Background: an optimization exercise with open tools, aiming at a short achievable clock period and few clock cycles. Do not read the settings as production practice.
The RTL was checked by simulation tests, not by an equivalence proof against the original design.
No activity file was given, so power comes from the tool's default toggle rates.

==> design/flow/run.sh <==
#!/bin/bash
# synth_recipe.tcl (not shown) runs the flow's synth.tcl, then flattens the netlist and writes it again
# the make line also repeats each setting of config.mk as NAME=value (left out here)
make -C /OpenROAD-flow-scripts/flow DESIGN_CONFIG=/design/flow/config.mk WORK_HOME=/design/flow/orfs CLKGATE_MAP_FILE= SYNTH_SCRIPT=/design/flow/synth_recipe.tcl finish
==> design/flow/config.mk <==
export PLATFORM = sky130hd
export DESIGN_NAME = lc3b_icache
export DESIGN_NICKNAME = lc3b_icache
export VERILOG_FILES = /design/flow/design.v
export SDC_FILE = /design/flow/constraint.sdc
export NUM_CORES = 4
export LEC_CHECK = 0
export CAP_MARGIN = 20
export CORE_MARGIN = 2
export CORE_UTILIZATION = 40
export SLEW_MARGIN = 20
==> design/flow/constraint.sdc <==
create_clock -name core_clock -period 6.2 [get_ports {clk}]
set_input_delay 1.2400 -clock core_clock [delete_from_list [all_inputs] [get_ports {clk}]]
set_output_delay 1.2400 -clock core_clock [all_outputs]
set_load 0.01 [all_outputs]
==> design/flow/design.v <==
package lc3b_icache_pkg;
   localparam int unsigned NUM_SETS  = 8;
   localparam int unsigned LINE_BITS = 128;
   typedef logic [15:0]          lc3b_word;
   typedef logic [LINE_BITS-1:0] lc3b_c_line;
   typedef logic [8:0]           lc3b_c_tag;
   typedef logic [2:0]           lc3b_c_index;
   typedef logic [2:0]           lc3b_c_offset;
   typedef enum logic [0:0] {
      IDLE = 1'b0,
      FILL = 1'b1
   } icache_state_t;
   function automatic lc3b_word line_word(input lc3b_c_line line, input lc3b_c_offset off);
      line_word = line[{off, 4'b0000} +: 16];
   endfunction
endpackage
module icache_way (
   input  logic         clk,
   input  logic         rst_n,
   input  logic [2:0]   rd_index,
   output logic         valid,
   output logic [8:0]   tag,
   output logic [127:0] data,
   input  logic         we,
   input  logic [2:0]   wr_index,
   input  logic [8:0]   wr_tag,
   input  logic [127:0] wr_data
);
   logic [lc3b_icache_pkg::NUM_SETS-1:0] valid_q;
   lc3b_icache_pkg::lc3b_c_tag           tag_q  [lc3b_icache_pkg::NUM_SETS];
   lc3b_icache_pkg::lc3b_c_line          data_q [lc3b_icache_pkg::NUM_SETS];
   always_ff @(posedge clk or negedge rst_n) begin
      if (!rst_n) begin
         valid_q <= '0;
      end else if (we) begin
         valid_q[wr_index] <= 1'b1;
      end
   end
   always_ff @(posedge clk) begin
      if (we) begin
         tag_q[wr_index]  <= wr_tag;
         data_q[wr_index] <= wr_data;
      end
   end
   assign valid = valid_q[rd_index];
   assign tag   = tag_q[rd_index];
   assign data  = data_q[rd_index];
endmodule
module lc3b_icache (
   input  logic         clk,
   input  logic         rst_n,
   input  logic         i_read,
   input  logic [15:0]  i_address,
   output logic [15:0]  i_rdata,
   output logic         i_mem_resp,
   output logic         pmem_read,
   output logic [15:0]  pmem_address,
   input  logic [127:0] pmem_rdata,
   input  logic         pmem_resp
);
   lc3b_icache_pkg::icache_state_t       state;
   logic [11:0]         fill_addr;    
   logic [lc3b_icache_pkg::NUM_SETS-1:0] lru;          
   lc3b_icache_pkg::lc3b_c_tag    req_tag;
   lc3b_icache_pkg::lc3b_c_index  req_set;
   lc3b_icache_pkg::lc3b_c_offset req_word;
   lc3b_icache_pkg::lc3b_c_index  fill_set;
   lc3b_icache_pkg::lc3b_c_tag    fill_tag;
   logic         v0, v1;
   lc3b_icache_pkg::lc3b_c_tag    t0, t1;
   lc3b_icache_pkg::lc3b_c_line   d0, d1;
   logic         hit0, hit1, hit, hit_way;
   logic         fill_done, victim, we0, we1;
   logic         unused_addr_bit;
   assign req_tag         = i_address[15:7];
   assign req_set         = i_address[6:4];
   assign req_word        = i_address[3:1];
   assign unused_addr_bit = i_address[0];
   assign fill_set        = fill_addr[2:0];
   assign fill_tag        = fill_addr[11:3];
   icache_way way0 (
      .clk      (clk),
      .rst_n    (rst_n),
      .rd_index (req_set),
      .valid    (v0),
      .tag      (t0),
      .data     (d0),
      .we       (we0),
      .wr_index (fill_set),
      .wr_tag   (fill_tag),
      .wr_data  (pmem_rdata)
   );
   icache_way way1 (
      .clk      (clk),
      .rst_n    (rst_n),
      .rd_index (req_set),
      .valid    (v1),
      .tag      (t1),
      .data     (d1),
      .we       (we1),
      .wr_index (fill_set),
      .wr_tag   (fill_tag),
      .wr_data  (pmem_rdata)
   );
   assign hit0    = v0 && (t0 == req_tag);
   assign hit1    = v1 && (t1 == req_tag);
   assign hit     = (state == lc3b_icache_pkg::IDLE) && i_read && (hit0 || hit1);
   assign hit_way = !hit0;    
   assign fill_done = (state == lc3b_icache_pkg::FILL) && pmem_resp;
   assign victim    = lru[fill_set];
   assign we0       = fill_done && !victim;
   assign we1       = fill_done && victim;
   assign i_mem_resp   = hit;
   assign i_rdata      = hit ? lc3b_icache_pkg::line_word(hit_way ? d1 : d0, req_word) : '0;
   assign pmem_read    = (state == lc3b_icache_pkg::FILL);
   assign pmem_address = (state == lc3b_icache_pkg::FILL) ? {fill_addr, 4'b0000} : '0;
   always_ff @(posedge clk or negedge rst_n) begin
      if (!rst_n) begin
         state     <= lc3b_icache_pkg::IDLE;
         lru       <= '0;
         fill_addr <= '0;
      end else begin
         case (state)
            lc3b_icache_pkg::IDLE: begin
               if (hit) begin
                  lru[req_set] <= ~hit_way;
               end else if (i_read) begin
                  fill_addr <= {req_tag, req_set};
                  state     <= lc3b_icache_pkg::FILL;
               end
            end
            lc3b_icache_pkg::FILL: begin
               if (pmem_resp) begin
                  lru[fill_set] <= ~victim;
                  state         <= lc3b_icache_pkg::IDLE;
               end
            end
            default: state <= lc3b_icache_pkg::IDLE;
         endcase
      end
   end
endmodule
==> results.txt <==
status no timing/DRC/antenna violations; Power Dens Cells 318.6 mW/mm²; crit-path most repeated cell buf_4; GP Congestion 0.7599; Syn Area/Cell 23.17 µm²; Starting Density 0.4010; nets@finish 4,360; WL/cell 29.59 µm; cell taking the most area after synthesis edfxtp_1; Slowest-stage cell, CP mux4_2; die area about 0.22 mm²; Startpoint Class primary input; Syn Std Cell Area about 0.086 mm²; sequential share of the synthesized area 0.7779; Worst Path Required 4960 ps; largest net degree at the start of global routing 114; Worst-Margin Slew between 1000 and 1500 ps; flop-to-flop setup slack between 1500 and 2000 ps; CP max FO 8; worst-case clock buffer depth 3; Reg area 0.06675 mm²; Worst Path Arrival 4810 ps; final count of pins violating max slew 0; Internal ~25 mW; RSZ-0062 raised after global routing yes; synth top area cells edfxtp_1, mux4_2, mux2i_1, dfrtp_1, a22oi_1; grt total ovfl 0; Multi-input gate area 0.01873 mm²; die height 467.2 µm; Switch Pwr 7.092 mW; Hold Buf Count CTS 0; skew final between 30 and 40 ps; Clk pwr share 0.393; Total GRT Usage 0.1957; Worst Path Buf+Inv 10; Sw Share 0.2205; critical path's top delay family buffers and inverters; clock tree root driver cell clkbuf_16; prevailing post-synth register cell edfxtp_1; fin worst setup slack 148.5 ps; Die Wd 467.2 µm; I/O pin count 182; crit path time final 6051 ps; initial drt markers 4,157; Final Hold Viols 0; Crit Path Category primary input to output port; core area 0.2140 mm²; Synth cell types 57; Comb pwr share 0.066; clk sinks 2,229; Max Freq 165.2 MHz; vias 40.71k; CTS tree yes; Max Cap Viol 0; Post-synth top cells edfxtp_1, mux4_2, mux2i_1; power share of the sequential group 0.541; Worst slew margin 0.2576; first-pass GRT wire length 305,400 µm; worst-skew pair later-pin latency roughly 870 ps; EDFF count, synth 2,192; final period utilization 0.9760; clk slew on worst S/H paths approximately 60 ps; First-pass DRT Iterations 7; Final Core Density 0.4719; leak pwr ~31 nW; CP max stage delay 490 ps; DRC 0; peak supply drop approximately 320 µV; vias in the first global route 41.58k; Place WS -830.4 ps; placed wire-length estimate roughly 120,000 µm; area delta synth->final 17.67%; initial antenna violation count 53; final setup violation count 0; htree depth 4; total CTS buffers 217; top-count cell post-synth edfxtp_1; share of post-route cells with drive strength above 1 0.2945; Via density 5.627; Hold Crit Class flip-flop to flip-flop; Total Wirelength 214,100 µm; Worst setup EP type output port; Post-Synthesis Cells about 3.7k; cells along the critical path buf_12, buf_4, mux4_2, mux2i_2, xor2_1, o2111ai_2, nor4_2, bufbuf_16, buf_4, buf_12, buf_16, mux2i_2, a221oi_2, buf_4, nor2_4, buf_4, nor3_2, buf_4, clkdlybuf4s15_2; top-area cell type share of the netlist area 0.7671; #FFs+latches synth 2,229; Port Buffers 176; final antenna-violating net count 0; Filler cells 17.58k; synth warn 2; Core Rows 170; Post-synth ARST share 0.01660
## worst paths after layout
| check | start | to | cells past startpoint |
|---|---|---|---|
| worst max-delay path | i_address[4] | i_rdata[2] | 19 |
| max in group asynchronous | rst_n | lru[4] | 1 |
| min in group asynchronous | rst_n | fill_addr[0] | 1 |
| worst min register to register | way0.valid_q[3] | way0.valid_q[3] | 1 |
| worst max register to register | fill_addr[1] | way0.data_q[2][68] | 7 |
| worst min-delay path | way0.valid_q[3] | way0.valid_q[3] | 1 |
## logic make-up (layout without fill, tap and decap cells)
| kind of cell | count (synthesis) | in the layout | share of synthesized area |
|---|---|---|---|
| buffers and inverters | 202 | 875 | 0.01185 |
| AND/OR/NAND/NOR | 188 | 188 | 0.01120 |
| multiplexers | 848 | 848 | 0.1785 |
| XOR/XNOR | 19 | 19 | 0.001939 |
| other | 1 | 21 | 0.00004370 |
| flip-flops | 2229 | 2229 | 0.7779 |
| adder cells (fa/ha/maj) | 8 | 8 | 0.001167 |
| AO/OA/AOI/OAI | 209 | 209 | 0.01742 |
## cells in the final DEF (no fill, tap or decap), types with 27 or more instances in the layout
cell type,instances
a21oi_1,29
a22oi_1,73
buf_12,59
buf_4,207
clkbuf_1,55
clkbuf_16,218
clkdlybuf4s50_1,156
clkinv_1,56
clkinv_2,27
dfrtp_1,37
edfxtp_1,2192
mux2_2,33
mux2i_1,254
mux4_2,542
nand2_1,41
## final cells by class
class | instances | area share
diodes | 17 | 0.0004213
inverters | 8 | 0.0002974
clock inverters | 122 | 0.01112
well taps | 2838 | 0.03517
clock buffers | 273 | 0.05607
repair buffers | 472 | 0.05031
multi-input cells | 1276 | 0.1855
flip-flops and latches | 2229 | 0.6611
## what timing repair did
action,in CTS,in global routing
gates cloned,8,0
pin swaps,43,19
gates resized for setup,161,21
endpoints found under the setup margin,16,16
setup buffers,47,8
## metrics by stage
| step | power, mW | TNS, ps | area [µm²] | hold WS, ps | cells |
|---|---|---|---|---|---|
| floorplan | 18.91 | -3227020 | 85880 | 432.0 | 3707 |
| global placement | 19.79 | -7234 | 92870 | 453.8 | 6765 |
| detailed placement | 19.85 | -7143 | 92870 | 464.2 | 6765 |
| CTS | 32.46 | -13.48 | 100900 | 481.4 | 7213 |
| global route | 33.18 | -34.09 | 100900 | 492.1 | 7226 |
| finish | 32.16 | 0 | 101000 | 477.6 | 7235 |
## state kept, by name, indices dropped and copies added (netlist names)
name,cells
lru,8
way0.tag_q,72
way1.data_q,1024
state,1
way0.valid_q,8
fill_addr,12
way1.valid_q,8
way1.tag_q,72
way0.data_q,1024
## layer usage
layer | GRT usage | up-vias | part of all wire
met1 | 0.2668 | 22190 | 0.42
li1 | - | 16880 | -
met4 | 0.05821 | 30 | 0.026
met2 | 0.3149 | 1284 | 0.49
met5 | 0 | - | 0.00091
met3 | 0.04508 | 333 | 0.069
## power groups by stage
stage | clock [mW] | combinational [mW] | sequential, mW
finish | 12.6 | 2.14 | 17.4
global route | 13.4 | 2.30 | 17.4
CTS | 12.9 | 2.17 | 17.4
detailed placement | 0 | 2.13 | 17.7
global placement | 0 | 2.11 | 17.7
floorplan | 0 | 1.22 | 17.7
Testbench counts, summed over its fixed seeds: cycles 41,635.

[re-timing with driven ports]
The results above use ideal ports. As a check the final layout listed here was re-extracted and re-timed, cells and wires unchanged.
Step 1 sets driving cells, clkbuf_16 on the clock port and buf_2 on the other inputs (assumed; they add their load-dependent delay and slew).
Step 2 also shifts input and output timing later by t, the mid clock arrival at the registers, as if the neighbouring blocks saw the same clock.
Three values: no drivers, after step 1, after step 2; two values: the first two.
shift t [ns]: 0.936
setup WS [ns]: 0.149 / 0.088 / 0.088
worst setup path at the end: input to output
After both steps this run still meets setup and hold. For this run, drivers alone change the setup slack by -0.061 ns; drivers and shift together by -0.061 ns.
